This is an optimization exercise on Yosys and OpenROAD, whose aim is small area and a short achievable clock period, not a production implementation. Function was checked by simulation only, so behaviour that the tests miss may differ from the original. Power and IR drop assume default switching activity.

### design/flow/config.mk
export PLATFORM = sky130hd
export DESIGN_NAME = pio_top
export DESIGN_NICKNAME = pio_top
export VERILOG_FILES = /design/flow/design.v
export SDC_FILE = /design/flow/constraint.sdc
export NUM_CORES = 4
export LEC_CHECK = 0
export CAP_MARGIN = 0
export CORE_MARGIN = 2
export CORE_UTILIZATION = 40
export CTS_CLUSTER_DIAMETER = 100
export CTS_CLUSTER_SIZE = 30
export PLACE_DENSITY = 0.6
export SETUP_SLACK_MARGIN = 4.0
export SLEW_MARGIN = 0
### design/flow/constraint.sdc
create_clock -name core_clock -period 8.0 [get_ports {clk}]
set_input_delay 1.6000 -clock core_clock [delete_from_list [all_inputs] [get_ports {clk}]]
set_output_delay 1.6000 -clock core_clock [all_outputs]
set_load 0.01 [all_outputs]
### design/flow/run.sh
#!/bin/bash
# synth_recipe.tcl (not shown) runs the flow's synth.tcl, then flattens the netlist and writes it again
# the make line also repeats each setting of config.mk as NAME=value (left out here)
make -C /OpenROAD-flow-scripts/flow DESIGN_CONFIG=/design/flow/config.mk WORK_HOME=/design/flow/orfs CLKGATE_MAP_FILE= SYNTH_SCRIPT=/design/flow/synth_recipe.tcl finish
### design/flow/design.v
`timescale 1ns/1ps
`default_nettype none
package pio_pkg;
  typedef logic [31:0] word_t;
  typedef logic [15:0] instr_t;
  typedef logic [4:0]  pc_t;
  typedef logic [4:0]  pin_idx_t;
  typedef logic [15:0] div_t;
  localparam int FIFO_DEPTH = 4;
  localparam int FIFO_AW    = $clog2(FIFO_DEPTH);
  localparam int IMEM_DEPTH = 32;
  localparam logic [5:0] OSR_EMPTY = 6'd32;  
  typedef enum logic [2:0] {
    OP_JMP  = 3'd0,
    OP_WAIT = 3'd1,
    OP_IN   = 3'd2,
    OP_OUT  = 3'd3,
    OP_PULL = 3'd4,
    OP_MOV  = 3'd5,
    OP_IRQ  = 3'd6,
    OP_SET  = 3'd7
  } op_e;
  typedef struct packed {
    op_e        op;     
    logic [4:0] delay;  
    logic [2:0] op1;
    logic [4:0] op2;
  } decoded_t;
  typedef struct packed {
    div_t       div;
    pc_t        wrap_bottom;
    pc_t        wrap_top;
    pin_idx_t   out_base;
    logic [5:0] out_count;  
    pin_idx_t   set_base;
    logic [2:0] set_count;  
    pin_idx_t   jmp_pin;
    pin_idx_t   gpio_sel;
  } sm_cfg_t;
endpackage
`default_nettype wire
`timescale 1ns/1ps
`default_nettype none
module pio_clk_div (
  input  wire logic          clk,
  input  wire logic          rst_n,
  input  wire logic          en,
  input  wire pio_pkg::div_t div,
  output logic               tick
);
  pio_pkg::div_t m;
  logic          m_one;
  assign m_one = (m == 16'd1);
  always_ff @(posedge clk or negedge rst_n) begin
    if (!rst_n) begin
      m    <= 16'd1;
      tick <= 1'b0;
    end else if (!en) begin
      m    <= 16'd1;  
      tick <= 1'b0;
    end else if (m_one) begin
      tick <= 1'b1;
      m    <= {div[15:1], div[0] | (div[15:1] == 15'd0)};  
    end else begin
      tick <= 1'b0;
      m    <= m - 1'b1;
    end
  end
endmodule
`default_nettype wire
`timescale 1ns/1ps
`default_nettype none
module pio_instr_mem (
  input  wire logic            clk,
  input  wire logic            we,
  input  wire pio_pkg::pc_t    waddr,
  input  wire pio_pkg::instr_t wdata,
  input  wire pio_pkg::pc_t    raddr_t,
  input  wire pio_pkg::pc_t    raddr_s,
  output logic [14:0]          rdata_t,
  output logic [14:0]          rdata_s,
  output logic [14:0]          wenc    
);
  logic [14:0] mem [pio_pkg::IMEM_DEPTH];
  logic [2:0]  op;
  logic [1:0]  cls;
  logic [4:0]  op2;
  assign op = wdata[15:13];
  always_comb begin
    case (op)
      3'd0:    begin cls = 2'd0; op2 = wdata[4:0]; end
      3'd3:    begin cls = 2'd1; op2 = wdata[4:0]; end
      3'd7:    begin cls = 2'd2; op2 = wdata[4:0]; end
      default: begin cls = 2'd3; op2 = {3'b0, op == 3'd4, op == 3'd1}; end
    endcase
  end
  assign wenc = {wdata[12:8], cls, wdata[7:5], op2};
  always_ff @(posedge clk) begin
    if (we) begin
      mem[waddr] <= wenc;
    end
  end
  assign rdata_t = mem[raddr_t];
  assign rdata_s = mem[raddr_s];
endmodule
`default_nettype wire
`timescale 1ns/1ps
`default_nettype none
module pio_tx_fifo (
  input  wire logic           clk,
  input  wire logic           rst_n,
  input  wire logic           wr,
  input  wire pio_pkg::word_t wdata,
  input  wire logic           rd,
  output pio_pkg::word_t      rdata,
  output logic                empty,
  output logic                full
);
  pio_pkg::word_t mem [pio_pkg::FIFO_DEPTH];
  logic [2:0]     wr_ptr;  
  logic [2:0]     rd_ptr;
  logic           wr_ok;
  assign empty = (wr_ptr == rd_ptr);
  assign full  = (wr_ptr[1:0] == rd_ptr[1:0]) && (wr_ptr[2] != rd_ptr[2]);
  assign wr_ok = wr && !full;  
  always_ff @(posedge clk) begin
    if (wr_ok) begin
      mem[wr_ptr[1:0]] <= wdata;
    end
  end
  always_ff @(posedge clk or negedge rst_n) begin
    if (!rst_n) begin
      wr_ptr <= '0;
      rd_ptr <= '0;
    end else begin
      if (wr_ok) begin
        wr_ptr <= wr_ptr + 1'b1;
      end
      if (rd) begin  
        rd_ptr <= rd_ptr + 1'b1;
      end
    end
  end
  assign rdata = mem[rd_ptr[1:0]];  
endmodule
`default_nettype wire
`timescale 1ns/1ps
`default_nettype none
module pio_sm (
  input  wire logic             clk,
  input  wire logic             rst_n,
  input  wire logic             en,
  input  wire logic             tick,
  input  wire pio_pkg::sm_cfg_t cfg,
  input  wire logic [14:0]       imem_rd_t,   
  input  wire logic [14:0]       imem_rd_s,   
  input  wire logic [14:0]       imem_wenc,   
  input  wire logic              prog_we,
  input  wire pio_pkg::pc_t      prog_addr,
  output pio_pkg::pc_t           fetch_t,     
  output pio_pkg::pc_t           fetch_s,     
  input  wire pio_pkg::word_t   gpio_in,
  input  wire pio_pkg::word_t   fifo_data,
  input  wire logic             fifo_empty,
  output logic                  fifo_rd,
  output pio_pkg::pc_t          pc,
  output pio_pkg::word_t        pins_out,
  output pio_pkg::word_t        pin_dirs
);
  logic [1:0]     cls;
  logic [4:0]     dly;
  logic [2:0]     op1;
  logic [4:0]     op2;
  pio_pkg::word_t x_q;
  pio_pkg::word_t y_q;
  pio_pkg::word_t osr;
  logic [5:0]     cnt;        
  logic [4:0]     delay_cnt;
  logic [14:0]    ir;         
  assign {dly, cls, op1, op2} = ir;
  logic is_jmp, is_wait, is_out, is_pull, is_set;
  assign is_jmp  = (cls == 2'd0);
  assign is_out  = (cls == 2'd1);
  assign is_set  = (cls == 2'd2);
  assign is_wait = (cls == 2'd3) && op2[0];
  assign is_pull = (cls == 2'd3) && op2[1];
  logic go;     
  logic stall;
  logic exec;
  assign go    = en && tick && (delay_cnt == 5'd0);
  assign stall = (is_wait && (gpio_in[cfg.gpio_sel] != op1[2])) ||
                 (is_pull && op1[2] && op1[0] && fifo_empty);
  assign exec  = go && !stall;
  logic wr_data, to_pins, to_dirs, to_x, to_y, to_pc;
  assign wr_data = is_out || is_set;
  assign to_pins = wr_data && (op1 == 3'd0);
  assign to_dirs = wr_data && (op1 == 3'd4);
  assign to_x    = wr_data && (op1 == 3'd1);
  assign to_y    = wr_data && (op1 == 3'd2);
  assign to_pc   = is_out && (op1 == 3'd5);
  logic [31:0] nmask;
  logic [31:0] out_val;
  always_comb begin
    for (int i = 0; i < 32; i++) nmask[i] = (op2 == 5'd0) || (i[4:0] < op2);
  end
  assign out_val = osr & nmask;
  logic [4:0]  base;
  logic [5:0]  kw;
  logic [31:0] v;
  logic [31:0] rot;
  assign base = is_set ? cfg.set_base : cfg.out_base;
  assign kw   = is_set ? {3'b0, cfg.set_count}
                       : (cfg.out_count[5] ? 6'd32 : cfg.out_count);
  assign v    = is_set ? {27'b0, op2} : out_val;
  assign rot  = ({v, v} << base) >> 32;
  logic [5:0]  ew;
  logic [31:0] ge_base;
  logic [31:0] lt_ew;
  logic [31:0] wmask;
  assign ew = {1'b0, base} + kw;
  always_comb begin
    for (int p = 0; p < 32; p++) begin
      ge_base[p] = (p[4:0] >= base);
      lt_ew[p]   = (p[4:0] < ew[4:0]);
    end
  end
  assign wmask = ew[5] ? (ge_base | lt_ew) : (ge_base & lt_ew);
  logic [31:0] val;
  assign val = is_set ? {27'b0, op2} : out_val;
  logic       jump;
  logic [4:0] pc_seq;
  logic [4:0] pc_nxt;
  always_comb begin
    case (op1)
      3'd0:    jump = 1'b1;
      3'd1:    jump = (x_q == '0);
      3'd2:    jump = (x_q != '0);
      3'd3:    jump = (y_q == '0);
      3'd4:    jump = (y_q != '0);
      3'd5:    jump = (x_q != y_q);
      3'd6:    jump = gpio_in[cfg.jmp_pin];
      default: jump = !cnt[5];
    endcase
  end
  assign pc_seq = (pc == cfg.wrap_top) ? cfg.wrap_bottom : pc + 1'b1;
  logic       take;
  logic [4:0] tgt;
  assign tgt    = to_pc ? val[4:0] : op2;
  assign take   = to_pc || (is_jmp && jump);
  assign pc_nxt = take ? tgt : pc_seq;
  logic pull_ld;
  assign pull_ld = is_pull && op1[2] && (!fifo_empty || !op1[0]);
  assign fifo_rd = go && is_pull && op1[2] && !fifo_empty;
  logic [6:0] cnt_sum;
  assign cnt_sum = {1'b0, cnt} + {1'b0, (op2 == 5'd0), op2};
  always_ff @(posedge clk or negedge rst_n) begin
    if (!rst_n) begin
      delay_cnt <= '0;
    end else if (en && tick) begin
      if (delay_cnt != 5'd0) begin
        delay_cnt <= delay_cnt - 1'b1;
      end else if (!stall) begin
        delay_cnt <= dly;
      end
    end
  end
  always_ff @(posedge clk or negedge rst_n) begin
    if (!rst_n) begin
      pc <= '0;
    end else if (exec) begin
      pc <= pc_nxt;
    end
  end
  logic fresh;
  always_ff @(posedge clk or negedge rst_n) begin
    if (!rst_n) begin
      fresh <= 1'b1;
    end else begin
      fresh <= 1'b0;
    end
  end
  assign fetch_t = tgt;
  assign fetch_s = fresh ? 5'd0 : pc_seq;
  logic [14:0] ir_t;
  logic [14:0] ir_s;
  assign ir_t = (prog_we && prog_addr == fetch_t) ? imem_wenc : imem_rd_t;
  assign ir_s = (prog_we && prog_addr == fetch_s) ? imem_wenc : imem_rd_s;
  always_ff @(posedge clk) begin
    if (exec || fresh) begin
      ir <= (take && !fresh) ? ir_t : ir_s;
    end else if (prog_we && prog_addr == pc) begin
      ir <= imem_wenc;
    end
  end
  always_ff @(posedge clk or negedge rst_n) begin
    if (!rst_n) begin
      x_q <= '0;
    end else if (go && to_x) begin
      x_q <= val;
    end else if (go && is_jmp && op1 == 3'd2) begin
      x_q <= x_q - 1'b1;
    end
  end
  always_ff @(posedge clk or negedge rst_n) begin
    if (!rst_n) begin
      y_q <= '0;
    end else if (go && to_y) begin
      y_q <= val;
    end else if (go && is_jmp && op1 == 3'd4) begin
      y_q <= y_q - 1'b1;
    end
  end
  always_ff @(posedge clk or negedge rst_n) begin
    if (!rst_n) begin
      osr <= '0;
    end else if (go && pull_ld) begin
      osr <= fifo_empty ? x_q : fifo_data;
    end else if (go && is_out) begin
      osr <= (op2 == 5'd0) ? 32'd0 : (osr >> op2);
    end
  end
  always_ff @(posedge clk or negedge rst_n) begin
    if (!rst_n) begin
      cnt <= 6'd32;
    end else if (go && pull_ld) begin
      cnt <= '0;
    end else if (go && is_out) begin
      cnt <= cnt_sum[6] || (cnt_sum[5] && cnt_sum[4:0] != 5'd0) ? 6'd32 : cnt_sum[5:0];
    end
  end
  always_ff @(posedge clk or negedge rst_n) begin
    if (!rst_n) begin
      pins_out <= '0;
      pin_dirs <= '0;
    end else begin
      for (int p = 0; p < 32; p++) begin
        if (go && to_pins && wmask[p]) pins_out[p] <= rot[p];
        if (go && to_dirs && wmask[p]) pin_dirs[p] <= rot[p];
      end
    end
  end
endmodule
`default_nettype wire
`timescale 1ns/1ps
`default_nettype none
module pio_top (
  input  wire logic        clk,
  input  wire logic        rst_n,
  input  wire logic        en,
  input  wire logic [54:0] cfg,
  input  wire logic        prog_we,
  input  wire logic [4:0]  prog_addr,
  input  wire logic [15:0] prog_data,
  input  wire logic        tx_wr,
  input  wire logic [31:0] tx_data,
  output logic             tx_full,
  input  wire logic [31:0] gpio_in,
  output logic [31:0]      pins_out,
  output logic [31:0]      pin_dirs,
  output logic [4:0]       pc
);
  pio_pkg::sm_cfg_t cfg_s;
  assign cfg_s = cfg;
  logic            tick;
  logic [14:0]     imem_rd_t;
  logic [14:0]     imem_rd_s;
  logic [14:0]     imem_wenc;
  pio_pkg::pc_t    fetch_t;
  pio_pkg::pc_t    fetch_s;
  pio_pkg::word_t  fifo_data;
  logic            fifo_empty;
  logic            fifo_rd;
  pio_clk_div u_div (
    .clk   (clk),
    .rst_n (rst_n),
    .en    (en),
    .div   (cfg_s.div),
    .tick  (tick)
  );
  pio_instr_mem u_imem (
    .clk   (clk),
    .we    (prog_we),
    .waddr (prog_addr),
    .wdata (prog_data),
    .raddr_t (fetch_t),
    .raddr_s (fetch_s),
    .rdata_t (imem_rd_t),
    .rdata_s (imem_rd_s),
    .wenc  (imem_wenc)
  );
  pio_tx_fifo u_fifo (
    .clk   (clk),
    .rst_n (rst_n),
    .wr    (tx_wr),
    .wdata (tx_data),
    .rd    (fifo_rd),
    .rdata (fifo_data),
    .empty (fifo_empty),
    .full  (tx_full)
  );
  pio_sm u_sm (
    .clk        (clk),
    .rst_n      (rst_n),
    .en         (en),
    .tick       (tick),
    .cfg        (cfg_s),
    .imem_rd_t  (imem_rd_t),
    .imem_rd_s  (imem_rd_s),
    .imem_wenc  (imem_wenc),
    .prog_we    (prog_we),
    .prog_addr  (prog_addr),
    .fetch_t    (fetch_t),
    .fetch_s    (fetch_s),
    .gpio_in    (gpio_in),
    .fifo_data  (fifo_data),
    .fifo_empty (fifo_empty),
    .fifo_rd    (fifo_rd),
    .pc         (pc),
    .pins_out   (pins_out),
    .pin_dirs   (pin_dirs)
  );
endmodule
`default_nettype wire
==> flow_summary.yaml, run 1 <==
yosys:
  synth_top_area_frac: 0.409
  ys_top_cells_by_count: "edfxtp_1 (623), nand2_1 (371), nor2_1 (276)"
  synth_cells: 3938
  yosysSeqAreaShare: 0.518
  syn_avg_cell_area_um2: 11.6
  ys_top_cells_by_area: "edfxtp_1 (41%), dfrtp_1 (11%), mux4_2 (8.8%)"
  yosysUniqueCellTypes: 102
  synthArstFlopShare: 0.243
  synth-seq-cells: 823
  synth-warning-count: 4
  synth-main-ff-cell: "edfxtp_1"
  synth-edff-count: 623
  synth.most_common_cell: "edfxtp_1"
  syn_nets: 4113
  synthesis.area_um2: 45800
  synth_largest_area_cell: "edfxtp_1"
worst_setup_path:
  cp.required_ns: 8.30
  crit_slowest_cell: "clkdlybuf4s50_1"
  worst_ep_arrival_time_ns: 4.34
  worstPathMaxFanout: 15
  path_class: "in -> reg"
  critPathMaxStageDelay_ns: 0.93
  critical_path.endpoint_type: "register"
  start_kind: "primary input"
  path_cells: "clkdlybuf4s50_1 -> inv_1 -> or3_1 -> nor2_4"
sta:
  setup_viol: 0
  max_freq_mhz: 248
  maxSlewViolCount: 0
  fin_worst_skew_ns: 0.0675
  slew_headroom: 0.164
  finalCritPeriodShare: 0.505
  fin_crit_ns: 4.04
  fin_tns_setup_ns: 0
  worst_pin_slew_ns: 1.25
  grt_setup_unrepaired: "true"
  hold_viol: 0
run_status:
  outcome: "no timing/DRC/antenna violations"
finish:
  drive_above_1_share: 0.216
  nFillCells: 10200
  nNetsFinal: 4327
  fin_util: 0.477
  instances_no_fill: 5692
  area_growth_pct: 18.7
pwr:
  switching_share: 0.438
  internal_power_uw: 9490
  power.switching_uw: 7400
  combPwrFrac: 0.536
  clkPwrFrac: 0.148
  p_leak_uw: 0.0192
  p_seq_frac: 0.316
  peakVddDrop_uv: 228
  powerDensity_nw_per_um2: 311
clock_tree:
  clk_pin_slew_ns: 0.11
  clockRootBuffer: "clkbuf_16"
  cts_tree: "done"
  htreeDepth: 2
  clock_path_buffers: 3
  clock_latency_ns: 0.70
  cts.sinks: 823
  cts_hold_buf: 0
  cts_buffers: 38
placed_design:
  port_buffers: 214
  hpwl_mm: 108
  place.gp.congestion: 0.971
  place_inst: 5461
die:
  core_region_area_um2: 114000
  dieWidth_um: 342
  dieHeight_um: 342
  io-pin-count: 215
  rows: 124
  initial_core_util: 0.402
  die_area_um2: 117000
detailed_routing:
  remaining_drc_errors: 0
  avgRoutedWirePerCell_um: 30.9
  ant_nets: 0
  wl_mm: 176
  drt_first_pass_iters: 6
  vias: 38000
  vias_per_cell: 6.67
  drtIter0Drc: 5645
grt:
  grt_max_degree: 107
  grt_pass1_vias: 35800
  antenna_found_initial: 9
  grt_use_total: 0.289
  grt-ovfl-total: 0
  grt_pass1_wl_mm: 250
run:
  maxCapViolations: 0
hold_path:
  hp-class: "reg -> reg"
[cell type report]
class                      instances  area (um2)  share of cell area
clock inverter                    20         292             0.00537
inverter                          48         234             0.00431
antenna                            6        15.0            0.000276
multi-input combinational       2763       22200               0.408
tap                             1512        1890              0.0348
timing repair buffer             475        5000              0.0921
sequential                       823       23700               0.437
timing repair inverter             3        27.5            0.000507
clock buffer                      42         966              0.0178
[repair_timing]
action	CTS	global route
gates resized for setup	305	116
buffers inserted	89	44
endpoints found under the setup margin	102	90
endpoints found under the hold margin	0	0
gates cloned	25	5
pin swaps	51	56
[cells in the final DEF (no fill, tap or decap), types with 72 or more instances in the layout]
cell type	count
edfxtp_1	623
nand2_1	357
nor2_1	222
a21oi_1	219
dfrtp_1	193
buf_4	180
mux4_2	179
mux2i_1	175
clkdlybuf4s50_1	163
nand3_1	136
o21ai_0	118
nor3_1	96
o211ai_1	72
[metal layers]
layer / part of all wire / vias up / track usage
met5: 0.00035 / - / 0
met4: 0.054 / 8 / 0.137
met3: 0.13 / 488 / 0.0717
met2: 0.44 / 2725 / 0.436
met1: 0.38 / 19000 / 0.392
li1: - / 15800 / -
[worst max-delay path: cells and delay by family]
| kind | cells | cell delay, ns |
|---|---|---|
| buf+inv | 2 | 1.26 |
| simple gates | 2 | 1.46 |
[registers in the layout, indices dropped and copies added, names as in the netlist, 3 cells and up]
register        cells
u_sm.pins_out      32
u_sm.ir            15
u_sm.pc             5
u_sm.delay_cnt      5
u_sm.osr           32
u_div.m            16
u_sm.pin_dirs      32
u_fifo.wr_ptr       3
u_sm.y_q           32
u_imem.mem        480
u_fifo.rd_ptr       3
u_fifo.mem        128
u_sm.cnt            6
u_sm.x_q           32
[through the flow]
step | power [uW] | hold WS, ns | worst slack, ns | area [um2]
final | 16900 | 0.493 | 3.96 | 54300
after global routing | 17500 | 0.511 | 3.97 | 54300
after CTS | 16300 | 0.495 | 3.94 | 53400
after detailed placement | 12700 | 0.476 | 1.71 | 50000
after global placement | 12600 | 0.473 | 1.80 | 50000
after floorplan | 10300 | 0.449 | 3.38 | 46200
[cell families after synthesis]
logic type / synth area share
AND/OR/NAND/NOR: 0.128
AO/OA/AOI/OAI: 0.139
flip-flops: 0.518
multiplexers: 0.150
buffers and inverters: 0.0317
XOR/XNOR: 0.0191
adder cells (fa/ha/maj): 0.0145
other: 0.0000820
[power by group through the flow]
stage	combinational [uW]	sequential (uW)	clock, uW
6_report	9050	5330	2500
5_1_grt	9410	5360	2680
4_1_cts	8430	5320	2540
3_5_place_dp	7250	5430	0
3_3_place_gp	7190	5430	0
2_1_floorplan	5050	5240	0
[final timing paths]
path | from | to | cells past startpoint | slack (ns)
setup / recovery | prog_addr[3] | u_imem.mem[9][10] | 4 | 3.96
setup reg to reg | u_sm.ir[3] | u_sm.pins_out[19] | 10 | 4.04
hold / removal | u_fifo.wr_ptr[2] | u_fifo.wr_ptr[2] | 1 | 0.49
min in group asynchronous | rst_n | u_div.m[7] | 1 | 0.92
hold reg to reg | u_fifo.wr_ptr[2] | u_fifo.wr_ptr[2] | 1 | 0.49
max in group asynchronous | rst_n | u_fifo.rd_ptr[0] | 2 | 5.52
==> inputs of run 2 (changes only) <==
--- a/design/flow/config.mk
+++ b/design/flow/config.mk
@@ -10,6 +10,7 @@
 export CORE_UTILIZATION = 40
-export CTS_CLUSTER_DIAMETER = 100
-export CTS_CLUSTER_SIZE = 30
+export CTS_CLUSTER_DIAMETER = 80
+export CTS_CLUSTER_SIZE = 22
 export PLACE_DENSITY = 0.6
-export SETUP_SLACK_MARGIN = 4.0
+export SETUP_SLACK_MARGIN = 4.5
 export SLEW_MARGIN = 0
+export TNS_END_PERCENT = 5
==> flow_summary.yaml, run 2 <==
grt:
  met1_usage: 0.389
  grt-ovfl-total: 0
  use_met2: 0.457
  grt_max_degree: 127
  grt_pass1_vias: 36400
  grt_use_total: 0.295
  antenna_found_initial: 5
  grtUsageMet3: 0.0770
  grt_pass1_wl_mm: 254
  gr-max-usage-layer: "met2"
clock_tree:
  cts_tree: "done"
  clockRootBuffer: "clkbuf_16"
  clock_latency_ns: 0.74
  cts_hold_buf: 0
  htreeDepth: 2
  clock_path_buffers: 3
  clk_pin_slew_ns: 0.09
  cts.sinks: 823
  cts_buffers: 51
detailed_routing:
  drtIter0Drc: 6102
  avgRoutedWirePerCell_um: 31.6
  vias_per_cell: 6.68
  remaining_drc_errors: 0
  ant_nets: 0
  drt_first_pass_iters: 9
  vias: 38600
  wl_mm: 183
worst_setup_path:
  crit_top_cell: "buf_12"
  worstPathMaxFanout: 12
  path_cells: "clkdlybuf4s50_1 -> inv_1 -> and3_1 -> o221ai_1 -> nor4_1 -> mux2_4 -> a211oi_4 -> buf_12 -> buf_12 -> o211ai_1"
  critical_path.endpoint_type: "register"
  critPathMaxStageDelay_ns: 0.99
  start_kind: "primary input"
  path_buf_inv: 4
  path_class: "in -> reg"
  cpLargestDelayFamily: "buffers and inverters"
  crit_slowest_cell: "clkdlybuf4s50_1"
  worst_ep_arrival_time_ns: 4.57
  cp.required_ns: 8.45
yosys:
  yosysSeqAreaShare: 0.518
  yosysUniqueCellTypes: 102
  synthesis.area_um2: 45800
  synth_largest_area_cell: "edfxtp_1"
  ys_top_cells_by_area: "edfxtp_1 (41%), dfrtp_1 (11%), mux4_2 (8.8%)"
  synth-edff-count: 623
  ys_top_cells_by_count: "edfxtp_1 (623), nand2_1 (371), nor2_1 (276)"
  synthArstFlopShare: 0.243
  synth_top_area_frac: 0.409
  synth-warning-count: 4
  syn_avg_cell_area_um2: 11.6
  synth_cells: 3938
  synth-seq-cells: 823
  syn_nets: 4113
  synth-main-ff-cell: "edfxtp_1"
  synth.most_common_cell: "edfxtp_1"
finish:
  register_area_um2: 23700
  mostFrequentLayoutCell: "edfxtp_1"
  reg_top3: "u_imem.mem x480, u_fifo.mem x128"
  nFillCells: 10000
  drive_above_1_share: 0.231
  nNetsFinal: 4411
  area_growth_pct: 21.6
  multi_input_area_um2: 22200
  layout_common_cells: "edfxtp_1 (623), nand2_1 (359), nor2_1 (233)"
  largest_register_ffs: 480
  fin_util: 0.489
  top_register: "u_imem.mem"
run_status:
  so.violations: "max-capacitance violations, max-slew violations"
  outcome: "complete, but fails checks"
placed_design:
  place.gp.congestion: 0.956
  dp_worst_setup_slack_ns: 1.53
  port_buffers: 214
  hpwl_mm: 109
die:
  initial_core_util: 0.402
  dieHeight_um: 342
  die_area_um2: 117000
  core_region_area_um2: 114000
  rows: 124
  dieWidth_um: 342
  io-pin-count: 215
sta:
  fin_tns_setup_ns: 0
  worst_pin_slew_ns: 1.62
  fin_worst_skew_ns: 0.0722
  finalCritPeriodShare: 0.515
  fin_crit_ns: 4.12
  slew_headroom: -0.0796
  hold_viol: 0
  grt_setup_unrepaired: "true"
  maxSlewViolCount: 10
  hold_ws_ns: 0.495
  fin_ws_ns: 3.88
  max_freq_mhz: 243
  setup_viol: 0
pwr:
  p_leak_uw: 0.0198
  finalPower_uw: 18000
  powerDensity_nw_per_um2: 323
  peakVddDrop_uv: 196
run:
  maxCapViolations: 1
hold_path:
  hp-class: "reg -> reg"
[run 2: stage by stage]
stage | cell area (um2) | instances
final | 55600 | 5786
after global routing | 55600 | 5781
after CTS | 54500 | 5716
after detailed placement | 49900 | 5468
after global placement | 49900 | 5468
after floorplan | 46000 | 3938
[run 2: power breakdown]
group,switching (uW),internal (uW),leakage [uW]
logic,5910,3850,0.0108
registers,343,4970,0.00827
clock network,1620,1270,0.000791
[run 2: path summary, 6_finish.rpt]
check                                 start                end  slack (ns)  depth (start not counted)
max                            prog_addr[3]         u_sm.ir[1]        3.88                         10
min                        u_fifo.wr_ptr[2]   u_fifo.wr_ptr[2]        0.49                          1
max reg2reg                      u_sm.ir[5]         u_sm.ir[1]        3.99                         11
min reg2reg                u_fifo.wr_ptr[2]   u_fifo.wr_ptr[2]        0.49                          1
max in group asynchronous             rst_n         u_div.m[2]        5.71                          2
min in group asynchronous             rst_n  u_sm.pins_out[24]        0.93                          1
[run 2: timing repair]
action | CTS | global route
setup buffers | 126 | 56
endpoints found under the hold margin | 0 | 0
resized for setup | 394 | 131
endpoints found under the setup margin | 266 | 432
pin swaps | 67 | 46
cloned | 36 | 9
[run 2: layer usage]
metal  vias up  part of all wire
met3       648              0.13
met2      2891              0.44
met4         2             0.062
met5         -          0.000060
li1      16000                 -
met1     19100              0.37
[run 2: worst reg2reg max path, cell delays in order (launching register included)]
cell,delay [ns]
edfxtp_1,0.36
buf_4,0.41
nand3b_1,0.23
buf_4,0.23
o21ai_0,0.39
o21a_2,0.64
nor2_4,0.22
buf_4,0.37
a22oi_1,0.32
nand3_1,0.24
o211ai_1,0.22
o211ai_1,0.11
[run 2: cell type report]
cell class / instances / share of cell area
diodes: 5 / 0.000225
clock buffers: 62 / 0.0237
clock inverters: 24 / 0.00587
inverters: 48 / 0.00378
multi-input cells: 2766 / 0.400
flip-flops and latches: 823 / 0.426
well taps: 1512 / 0.0340
repair buffers: 544 / 0.106
repair inverters: 2 / 0.000247
[run 2: kinds of logic after synthesis]
| logic type | count (synthesis) | share of synthesized area |
|---|---|---|
| AND/OR/NAND/NOR | 1220 | 0.128 |
| AO/OA/AOI/OAI | 927 | 0.139 |
| flip-flops | 823 | 0.518 |
| multiplexers | 450 | 0.150 |
| buffers and inverters | 359 | 0.0317 |
| XOR/XNOR | 100 | 0.0191 |
| adder cells (fa/ha/maj) | 58 | 0.0145 |
| other | 1 | 0.0000820 |
==> inputs of run 3 (changes only) <==
--- a/design/flow/config.mk
+++ b/design/flow/config.mk
@@ -7,3 +7,3 @@
 export LEC_CHECK = 0
-export CAP_MARGIN = 0
+export CAP_MARGIN = 20
 export CORE_MARGIN = 2
@@ -14,3 +14,3 @@
 export SETUP_SLACK_MARGIN = 4.5
-export SLEW_MARGIN = 0
+export SLEW_MARGIN = 20
 export TNS_END_PERCENT = 5
==> flow_summary.yaml, run 3 <==
die:
  initial_core_util: 0.402
  rows: 124
  io-pin-count: 215
  dieHeight_um: 342
  dieWidth_um: 342
  core_region_area_um2: 114000
  die_area_um2: 117000
pwr:
  power.switching_uw: 7860
  p_seq_frac: 0.296
  switching_share: 0.438
  combPwrFrac: 0.543
  clkPwrFrac: 0.161
  internal_power_uw: 10100
  powerDensity_nw_per_um2: 323
  p_leak_uw: 0.0198
  peakVddDrop_uv: 194
sta:
  fin_crit_ns: 4.09
  slew_headroom: 0.341
  fin_tns_setup_ns: 0
  fin_ws_ns: 3.91
  finalCritPeriodShare: 0.511
  worst_pin_slew_ns: 0.986
  setup_viol: 0
  maxSlewViolCount: 0
  max_freq_mhz: 244
  grt_setup_unrepaired: "true"
  hold_viol: 0
  fin_worst_skew_ns: 0.0727
yosys:
  ys_top_cells_by_count: "edfxtp_1 (623), nand2_1 (371), nor2_1 (276)"
  synthesis.area_um2: 45800
  synthArstFlopShare: 0.243
  yosysUniqueCellTypes: 102
  ys_top_cells_by_area: "edfxtp_1 (41%), dfrtp_1 (11%), mux4_2 (8.8%)"
  synth-seq-cells: 823
  syn_nets: 4113
  synth_cells: 3938
  syn_avg_cell_area_um2: 11.6
  synth-edff-count: 623
  synth.most_common_cell: "edfxtp_1"
  synth-main-ff-cell: "edfxtp_1"
  yosysSeqAreaShare: 0.518
  synth-warning-count: 4
  synth_top_area_frac: 0.409
  synth_largest_area_cell: "edfxtp_1"
hold_path:
  hold_start: "u_fifo.wr_ptr[2]"
  min_delay_worst_endpoint: "u_fifo.wr_ptr[2]"
  hp-class: "reg -> reg"
  hold_depth: 1
detailed_routing:
  drtIter0Drc: 6091
  avgRoutedWirePerCell_um: 31.6
  ant_nets: 0
  vias_per_cell: 6.69
  vias: 38700
  drt_first_pass_iters: 7
  remaining_drc_errors: 0
  wl_mm: 183
clock_tree:
  htreeDepth: 2
  cts_hold_buf: 0
  clk_pin_slew_ns: 0.09
  clockRootBuffer: "clkbuf_16"
  clock_path_buffers: 3
  cts.sinks: 823
  cts_tree: "done"
  cts_buffers: 51
  clock_latency_ns: 0.73
placed_design:
  place.gp.congestion: 0.956
  dp_worst_setup_slack_ns: 1.53
  hpwl_mm: 109
  place_inst: 5468
  port_buffers: 214
grt:
  grt_max_degree: 127
  grt_pass1_vias: 36400
  grt_pass1_wl_mm: 254
  grt_use_total: 0.295
  grt-ovfl-total: 0
  antenna_found_initial: 5
worst_setup_path:
  path_class: "in -> reg"
  critical_path.endpoint_type: "register"
  reg2reg_to: "u_sm.ir[12]"
  worst_ep_arrival_time_ns: 4.53
  cp.required_ns: 8.44
  r2r_cells: 11
  rrSetupSlack_ns: 4.00
  timing.rr.start: "u_sm.ir[1]"
  start_kind: "primary input"
  worstPathMaxFanout: 12
finish:
  top_register: "u_imem.mem"
  area_growth_pct: 21.5
  mostFrequentLayoutCell: "edfxtp_1"
  layout_common_cells: "edfxtp_1 (623), nand2_1 (360), nor2_1 (233)"
  drive_above_1_share: 0.231
  largest_register_ffs: 480
  nNetsFinal: 4409
  reg_top3: "u_imem.mem x480, u_fifo.mem x128"
  instances_no_fill: 5783
run:
  maxCapViolations: 0
run_status:
  outcome: "no timing/DRC/antenna violations"
==> run 3: kinds of logic (layout without fill, tap and decap cells) <==
group           Yosys count  count (layout)  synth area share
other cells               1               5         0.0000820
xor+xnor                100             102            0.0191
flops                   823             823             0.518
compound gates          927             929             0.139
simple gates           1220            1226             0.128
mux                     450             450             0.150
buf+inv                 359             678            0.0317
fa+ha+maj                58              58            0.0145
==> run 3: repair_timing <==
| action | in CTS | in global routing |
|---|---|---|
| setup buffers | 126 | 54 |
| pin swaps | 67 | 42 |
| gates resized for setup | 394 | 122 |
| gates cloned | 36 | 9 |
| hold endpoints to repair | 0 | 0 |
| endpoints found under the setup margin | 266 | 433 |
==> run 3: area by class of cell <==
class                   instances  area, um2
diodes                          4       10.0
well taps                    1512       1890
inverters                      48        209
flip-flops and latches        823      23700
repair buffers                542       5870
repair inverters                2       13.8
clock inverters                24        327
clock buffers                  62       1320
multi-input cells            2766      22200
fillers                     10000      58300
==> run 3: power groups by stage <==
stage	sequential [uW]	clock, uW	combinational (uW)
after floorplan	5240	0	4960
after CTS	5290	2920	8750
after global routing	5340	3050	10000
after global placement	5410	0	7220
final	5320	2880	9740
after detailed placement	5410	0	7260
==> run 3: worst max-delay path: stages <==
cell and delay [ns]:
clkdlybuf4s50_1 0.98, inv_1 0.33, and3_1 0.23, o221ai_1 0.33, nor4_1 0.12, mux2_4 0.28
a211oi_4 0.20, buf_12 0.17, buf_12 0.17, o211ai_2 0.09
==> run 3: metal layers <==
layer,track usage,part of all wire,vias to the layer above
met4,0.133,0.058,4
li1,-,-,16000
met5,0,0.00030,-
met3,0.0770,0.13,604
met1,0.389,0.37,19200
met2,0.457,0.44,2865
==> run 3: worst max path at each step <==
| stage | depth (start not counted) | slack [ns] | startpoint | endpoint |
|---|---|---|---|---|
| 2_1_floorplan | 10 | 3.38 | cfg[6] | u_sm.ir[11] |
| 3_3_place_gp | 9 | 1.60 | cfg[1] | u_sm.ir[7] |
| 3_5_place_dp | 9 | 1.53 | cfg[1] | u_sm.ir[7] |
| 4_1_cts | 11 | 4.03 | cfg[6] | u_sm.ir[1] |
| 5_1_grt | 10 | 3.93 | prog_addr[3] | u_sm.ir[1] |
| 6_report | 10 | 3.91 | prog_addr[3] | u_sm.ir[9] |
==> run 3: through the flow <==
stage / instance area (um2) / utilization / total power [uW] / hold WS [ns]
floorplan: 46000 / - / 10200 / 0.449
global placement: 49900 / 0.438 / 12600 / 0.475
CTS: 54500 / 0.478 / 17000 / 0.492
finish: 55600 / 0.488 / 17900 / 0.497
detailed placement: 49900 / 0.438 / 12700 / 0.476
global route: 55600 / 0.488 / 18400 / 0.502
==> inputs of run 4 (changes only) <==
--- a/design/flow/config.mk
+++ b/design/flow/config.mk
@@ -13,4 +13,3 @@
 export PLACE_DENSITY = 0.6
-export SETUP_SLACK_MARGIN = 4.5
+export SETUP_SLACK_MARGIN = 4.0
 export SLEW_MARGIN = 20
-export TNS_END_PERCENT = 5
==> flow_summary.yaml, run 4 <==
run_status:
  outcome: "no timing/DRC/antenna violations"
sta:
  hold_ws_ns: 0.497
  finalCritPeriodShare: 0.504
  slew_headroom: 0.260
  fin_crit_ns: 4.03
  max_freq_mhz: 248
  worst_pin_slew_ns: 1.11
  setup_viol: 0
  grt_setup_unrepaired: "true"
  fin_worst_skew_ns: 0.0861
  maxSlewViolCount: 0
  hold_viol: 0
  fin_tns_setup_ns: 0
grt:
  grt_pass1_wl_mm: 252
  grt_pass1_vias: 36000
  grt_max_degree: 107
  antenna_found_initial: 6
  grt_use_total: 0.293
  grt-ovfl-total: 0
yosys:
  synthesis.area_um2: 45800
  yosysSeqAreaShare: 0.518
  synth-seq-cells: 823
  synth_cells: 3938
  synth_top_area_frac: 0.409
  syn_nets: 4113
  synth-main-ff-cell: "edfxtp_1"
  synthArstFlopShare: 0.243
  synth-edff-count: 623
  synth-warning-count: 4
  yosysUniqueCellTypes: 102
  synth.most_common_cell: "edfxtp_1"
  syn_avg_cell_area_um2: 11.6
  synth_largest_area_cell: "edfxtp_1"
  ys_top_cells_by_area: "edfxtp_1 (41%), dfrtp_1 (11%), mux4_2 (8.8%)"
  ys_top_cells_by_count: "edfxtp_1 (623), nand2_1 (371), nor2_1 (276)"
clock_tree:
  cts_buffers: 48
  clock_path_buffers: 3
  cts_hold_buf: 0
  cts_tree: "done"
  clk_pin_slew_ns: 0.10
  htreeDepth: 2
  clockRootBuffer: "clkbuf_16"
  clock_latency_ns: 0.73
  cts.sinks: 823
die:
  rows: 124
  dieHeight_um: 342
  core_region_area_um2: 114000
  dieWidth_um: 342
  io-pin-count: 215
  die_area_um2: 117000
  initial_core_util: 0.402
finish:
  design_area_um2: 54700
  nNetsFinal: 4355
  reg_top3: "u_imem.mem x480, u_fifo.mem x128"
  mostFrequentLayoutCell: "edfxtp_1"
  area_growth_pct: 19.6
  top_register: "u_imem.mem"
  drive_above_1_share: 0.221
  layout_common_cells: "edfxtp_1 (623), nand2_1 (357), nor2_1 (222)"
  nFillCells: 10200
  largest_register_ffs: 480
worst_setup_path:
  worstPathMaxFanout: 6
  rrSetupSlack_ns: 3.97
  crit_slowest_cell: "or4_4"
  critPathMaxStageDelay_ns: 0.55
  r2r_cells: 10
  worst-path-stages: 10
  path_cells: "or4_4 -> or3_4 -> nor4_4 -> mux2_4 -> or4_4 -> o21ai_4 -> mux2_4 -> a211oi_4 -> buf_6 -> o211ai_2"
  critical_path.endpoint_type: "register"
  path_buf_inv: 1
  worst_ep_arrival_time_ns: 4.44
  path_class: "reg -> reg"
  cp.required_ns: 8.41
  cpLargestDelayFamily: "simple AND/OR/NAND/NOR gates"
  start_kind: "register"
pwr:
  peakVddDrop_uv: 244
  p_leak_uw: 0.0194
  powerDensity_nw_per_um2: 316
detailed_routing:
  ant_nets: 0
  vias: 38300
  remaining_drc_errors: 0
  drtIter0Drc: 5792
  drt_first_pass_iters: 6
  wl_mm: 179
  avgRoutedWirePerCell_um: 31.2
  vias_per_cell: 6.68
placed_design:
  dpl_cell_area_um2: 50100
  hpwl_mm: 108
  place.gp.congestion: 0.971
  port_buffers: 214
hold_path:
  hp-class: "reg -> reg"
  hold_depth: 1
run:
  maxCapViolations: 0
## run 4: cell counts after synthesis
Identical to the previous run, type by type.
## run 4: repair_timing
item | in CTS | in global routing
cloned | 28 | 4
setup buffers | 96 | 53
pin swaps | 48 | 45
gates resized for setup | 310 | 112
setup endpoints to repair | 102 | 105
## run 4: area by class of cell
class | count | area [um2] | area share
diodes | 4 | 10.0 | 0.000183
well taps | 1512 | 1890 | 0.0346
repair buffers | 493 | 5160 | 0.0944
repair inverters | 3 | 27.5 | 0.000503
flip-flops and latches | 823 | 23700 | 0.433
clock buffers | 62 | 1250 | 0.0229
inverters | 48 | 234 | 0.00427
clock inverters | 18 | 210 | 0.00384
multi-input cells | 2763 | 22200 | 0.406
## run 4: through the flow
step | util | power [uW] | cells | worst slack (ns)
final | 0.481 | 17300 | 5726 | 3.97
after global routing | 0.481 | 17800 | 5724 | 3.92
after CTS | 0.472 | 16600 | 5665 | 3.95
after detailed placement | 0.440 | 12700 | 5461 | 1.69
after global placement | 0.439 | 12600 | 5461 | 1.80
after floorplan | - | 10300 | 3938 | 3.38
## run 4: power breakdown
| group | internal (uW) | switching, uW | total [uW] | leakage [uW] |
|---|---|---|---|---|
| Sequential | 4970 | 360 | 5330 | 0.00827 |
| Clock | 1150 | 1550 | 2700 | 0.000700 |
| Combinational | 3600 | 5660 | 9260 | 0.0104 |
| Total | 9720 | 7570 | 17300 | 0.0194 |
## run 4: layer usage
metal | GRT usage | vias to the layer above | part of all wire
li1 | - | 15900 | -
met1 | 0.395 | 19000 | 0.37
met2 | 0.438 | 2826 | 0.43
met3 | 0.0783 | 549 | 0.13
met4 | 0.144 | 2 | 0.060
met5 | 0 | - | 0.00011
## run 4: worst register-to-register path, stage by stage (launching register included)
cell      delay (ns)
dfrtp_2         0.46
or4_4           0.55
or3_4           0.39
nor4_4          0.32
mux2_4          0.39
or4_4           0.53
o21ai_4         0.19
mux2_4          0.33
a211oi_4        0.27
buf_6           0.24
o211ai_2        0.09
## run 4: final timing paths
| kind | startpoint | to |
|---|---|---|
| max | u_sm.x_q[19] | u_sm.ir[9] |
| min | u_fifo.wr_ptr[2] | u_fifo.wr_ptr[2] |
| max reg2reg | u_sm.x_q[19] | u_sm.ir[9] |
| min reg2reg | u_fifo.wr_ptr[2] | u_fifo.wr_ptr[2] |
| max in group asynchronous | rst_n | u_fifo.rd_ptr[0] |
| min in group asynchronous | rst_n | u_sm.pin_dirs[0] |
## run 4: cells by family after synthesis
group,after synthesis,share of synthesized area
and+or+nand+nor,1220,0.128
AOI/OAI and AO/OA,927,0.139
DFF,823,0.518
muxes,450,0.150
buffers and inverters,359,0.0317
xor gates and xnor gates,100,0.0191
adders and majority gates,58,0.0145
other,1,0.0000820
==> inputs of run 5 (changes only) <==
--- a/design/flow/config.mk
+++ b/design/flow/config.mk
@@ -9,7 +9,6 @@
 export CORE_MARGIN = 2
-export CORE_UTILIZATION = 40
-export CTS_CLUSTER_DIAMETER = 80
-export CTS_CLUSTER_SIZE = 22
-export PLACE_DENSITY = 0.6
-export SETUP_SLACK_MARGIN = 4.0
+export CORE_UTILIZATION = 50
+export PLACE_DENSITY = 0.65
+export SETUP_SLACK_MARGIN = 4.5
 export SLEW_MARGIN = 20
+export TNS_END_PERCENT = 5
==> flow_summary.yaml, run 5 <==
run_status:
  outcome: "no timing/DRC/antenna violations"
worst_setup_path:
  critical_path.endpoint_type: "register"
  worst_ep_arrival_time_ns: 4.58
  rrSetupSlack_ns: 3.82
  worstPathMaxFanout: 7
  cp.required_ns: 8.40
  timing.rr.start: "u_sm.x_q[20]"
  r2r_cells: 11
  reg2reg_to: "u_sm.ir[14]"
  start_kind: "register"
  path_class: "reg -> reg"
finish:
  layout_common_cells: "edfxtp_1 (623), nand2_1 (352), nor2_1 (237)"
  largest_register_ffs: 480
  nNetsFinal: 4421
  reg_top3: "u_imem.mem x480, u_fifo.mem x128"
  top_register: "u_imem.mem"
  instances_no_fill: 5503
  area_growth_pct: 23.2
  mostFrequentLayoutCell: "edfxtp_1"
  drive_above_1_share: 0.237
placed_design:
  port_buffers: 214
  hpwl_mm: 105
  place.gp.congestion: 0.965
  place_inst: 5130
sta:
  fin_crit_ns: 4.18
  hold_ws_ns: 0.505
  fin_tns_setup_ns: 0
  maxSlewViolCount: 0
  max_freq_mhz: 239
  finalCritPeriodShare: 0.523
  fin_worst_skew_ns: 0.0414
  setup_viol: 0
  hold_viol: 0
  worst_pin_slew_ns: 1.12
  slew_headroom: 0.255
  grt_setup_unrepaired: "true"
grt:
  antenna_found_initial: 4
  grt_use_total: 0.365
  grt_pass1_vias: 36900
  grt_pass1_wl_mm: 252
  grt-ovfl-total: 0
  grt_max_degree: 138
detailed_routing:
  remaining_drc_errors: 0
  drt_first_pass_iters: 8
  vias_per_cell: 7.08
  ant_nets: 0
  vias: 38900
  avgRoutedWirePerCell_um: 32.1
  wl_mm: 177
  drtIter0Drc: 5893
die:
  initial_core_util: 0.507
  dieHeight_um: 307
  core_region_area_um2: 90300
  io-pin-count: 215
  rows: 110
  dieWidth_um: 307
  die_area_um2: 93900
pwr:
  peakVddDrop_uv: 217
  powerDensity_nw_per_um2: 339
  p_leak_uw: 0.0204
  finalPower_uw: 19100
yosys:
  synth_largest_area_cell: "edfxtp_1"
  syn_nets: 4113
  synth-warning-count: 4
  synth-seq-cells: 823
  yosysUniqueCellTypes: 102
  synth-edff-count: 623
  yosysSeqAreaShare: 0.518
  synthArstFlopShare: 0.243
  synthesis.area_um2: 45800
  synth.most_common_cell: "edfxtp_1"
  synth_top_area_frac: 0.409
  ys_top_cells_by_area: "edfxtp_1 (41%), dfrtp_1 (11%), mux4_2 (8.8%)"
  synth_cells: 3938
  ys_top_cells_by_count: "edfxtp_1 (623), nand2_1 (371), nor2_1 (276)"
  syn_avg_cell_area_um2: 11.6
  synth-main-ff-cell: "edfxtp_1"
hold_path:
  hold_depth: 1
  min_delay_worst_endpoint: "u_fifo.wr_ptr[2]"
  hp-class: "reg -> reg"
  hold_start: "u_fifo.wr_ptr[2]"
clock_tree:
  cts_hold_buf: 0
  clock_latency_ns: 0.70
  htreeDepth: 3
  cts_tree: "done"
  cts.sinks: 823
  clk_pin_slew_ns: 0.06
  clock_path_buffers: 3
  clockRootBuffer: "clkbuf_16"
  cts_buffers: 90
run:
  maxCapViolations: 0
==> run 5: cell families after synthesis <==
logic type	Yosys count	share of synthesized area
xor gates and xnor gates	100	0.0191
AOI/OAI and AO/OA	927	0.139
buffers and inverters	359	0.0317
DFF	823	0.518
muxes	450	0.150
adders and majority gates	58	0.0145
and+or+nand+nor	1220	0.128
other	1	0.0000820
==> run 5: per-layer routing <==
layer  share of wire  up-vias  global-route usage
met5         0.00013        -                   0
met4           0.066        4               0.200
met3            0.13      742               0.106
met2            0.43     3050               0.539
met1            0.37    19100               0.487
li1                -    16000                   -
==> run 5: what timing repair did <==
action / CTS / global route
endpoints found under the hold margin: 0 / 0
buffers inserted: 108 / 52
resized for setup: 430 / 120
pin swaps: 79 / 35
endpoints found under the setup margin: 311 / 414
gates cloned: 37 / 3
==> run 5: stage by stage <==
stage	setup slack, ns	area, um2	utilization
final	3.82	56400	0.625
after global routing	3.84	56400	0.624
after CTS	3.99	55400	0.614
after detailed placement	1.97	49400	0.547
after global placement	2.02	49400	0.547
after floorplan	3.38	46000	-
==> run 5: worst max path at each step <==
| stage | startpoint | depth (start not counted) | endpoint |
|---|---|---|---|
| after floorplan | cfg[6] | 10 | u_sm.ir[11] |
| after global placement | cfg[6] | 10 | u_sm.ir[0] |
| after detailed placement | cfg[6] | 10 | u_sm.ir[0] |
| after CTS | cfg[24] | 15 | u_sm.pins_out[1] |
| after global routing | u_sm.x_q[20] | 11 | u_sm.ir[14] |
| final | u_sm.x_q[20] | 11 | u_sm.ir[14] |
==> run 5: area by class of cell <==
class                           count  area, um2
Fill cell                        6924      33900
Tap cell                         1176       1470
Sequential cell                   823      23700
Clock buffer                      115       2490
Timing Repair inverter              4       35.0
Multi-Input combinational cell   2766      22200
Antenna cell                        5       12.5
Timing Repair Buffer              513       5570
Clock inverter                     53        616
Inverter                           48        256
==> run 5: where the power goes <==
group	switching (uW)	internal (uW)	total [uW]
logic	5640	3770	9410
clock network	1830	2520	4350
registers	347	4980	5330
==> run 5: critical path: stages (launching register included) <==
cell      delay [ns]
dfrtp_2         0.45
or4_4           0.54
or3_4           0.38
nor4_4          0.42
mux2_4          0.38
or4_4           0.53
o21ai_4         0.20
mux2_4          0.34
a211oi_4        0.17
buf_6           0.19
buf_12          0.19
o211ai_1        0.11

[port drivers added, routing unchanged]
The results above use ideal ports. As a check the final layouts listed here were re-extracted and re-timed, cells and wires unchanged. Step 1 (the two cells are an assumption about what drives the block):
set clk [get_ports {clk}]
set_driving_cell -lib_cell sky130_fd_sc_hd__clkbuf_16 $clk
set_driving_cell -lib_cell sky130_fd_sc_hd__buf_2 [delete_from_list [all_inputs] $clk]
Step 2 times the ports against the registers' clock, not the clock port: input delays grow and output delays shrink by t, the midpoint of the rising clock arrivals with the driver on. a / b / c = ideal ports / drivers / drivers and shift; a / b = the first two.
run | shift t [ns] | setup slack, ns | hold WS [ns] | worst register clock-pin slew, ns | worst data-port slew with drivers (ns)
run 1 | 0.727 | 3.962 / 3.925 / 3.198 | 0.493 / 0.493 / 0.493 | 0.12 / 0.12 | 0.10
run 2 | 0.768 | 3.878 / 3.831 / 3.063 | 0.495 / 0.495 / 0.495 | 0.10 / 0.10 | 0.12
run 3 | 0.764 | 3.909 / 3.864 / 3.100 | 0.497 / 0.497 / 0.497 | 0.10 / 0.10 | 0.11
run 4 | 0.749 | 3.972 / 3.951 / 3.202 | 0.497 / 0.497 / 0.497 | 0.10 / 0.10 | 0.11
run 5 | 0.744 | 3.819 / 3.819 / 3.133 | 0.505 / 0.505 / 0.505 | 0.07 / 0.07 | 0.12
For run 2, which loses most, drivers alone change the setup slack by -0.047 ns; drivers and shift together by -0.815 ns.
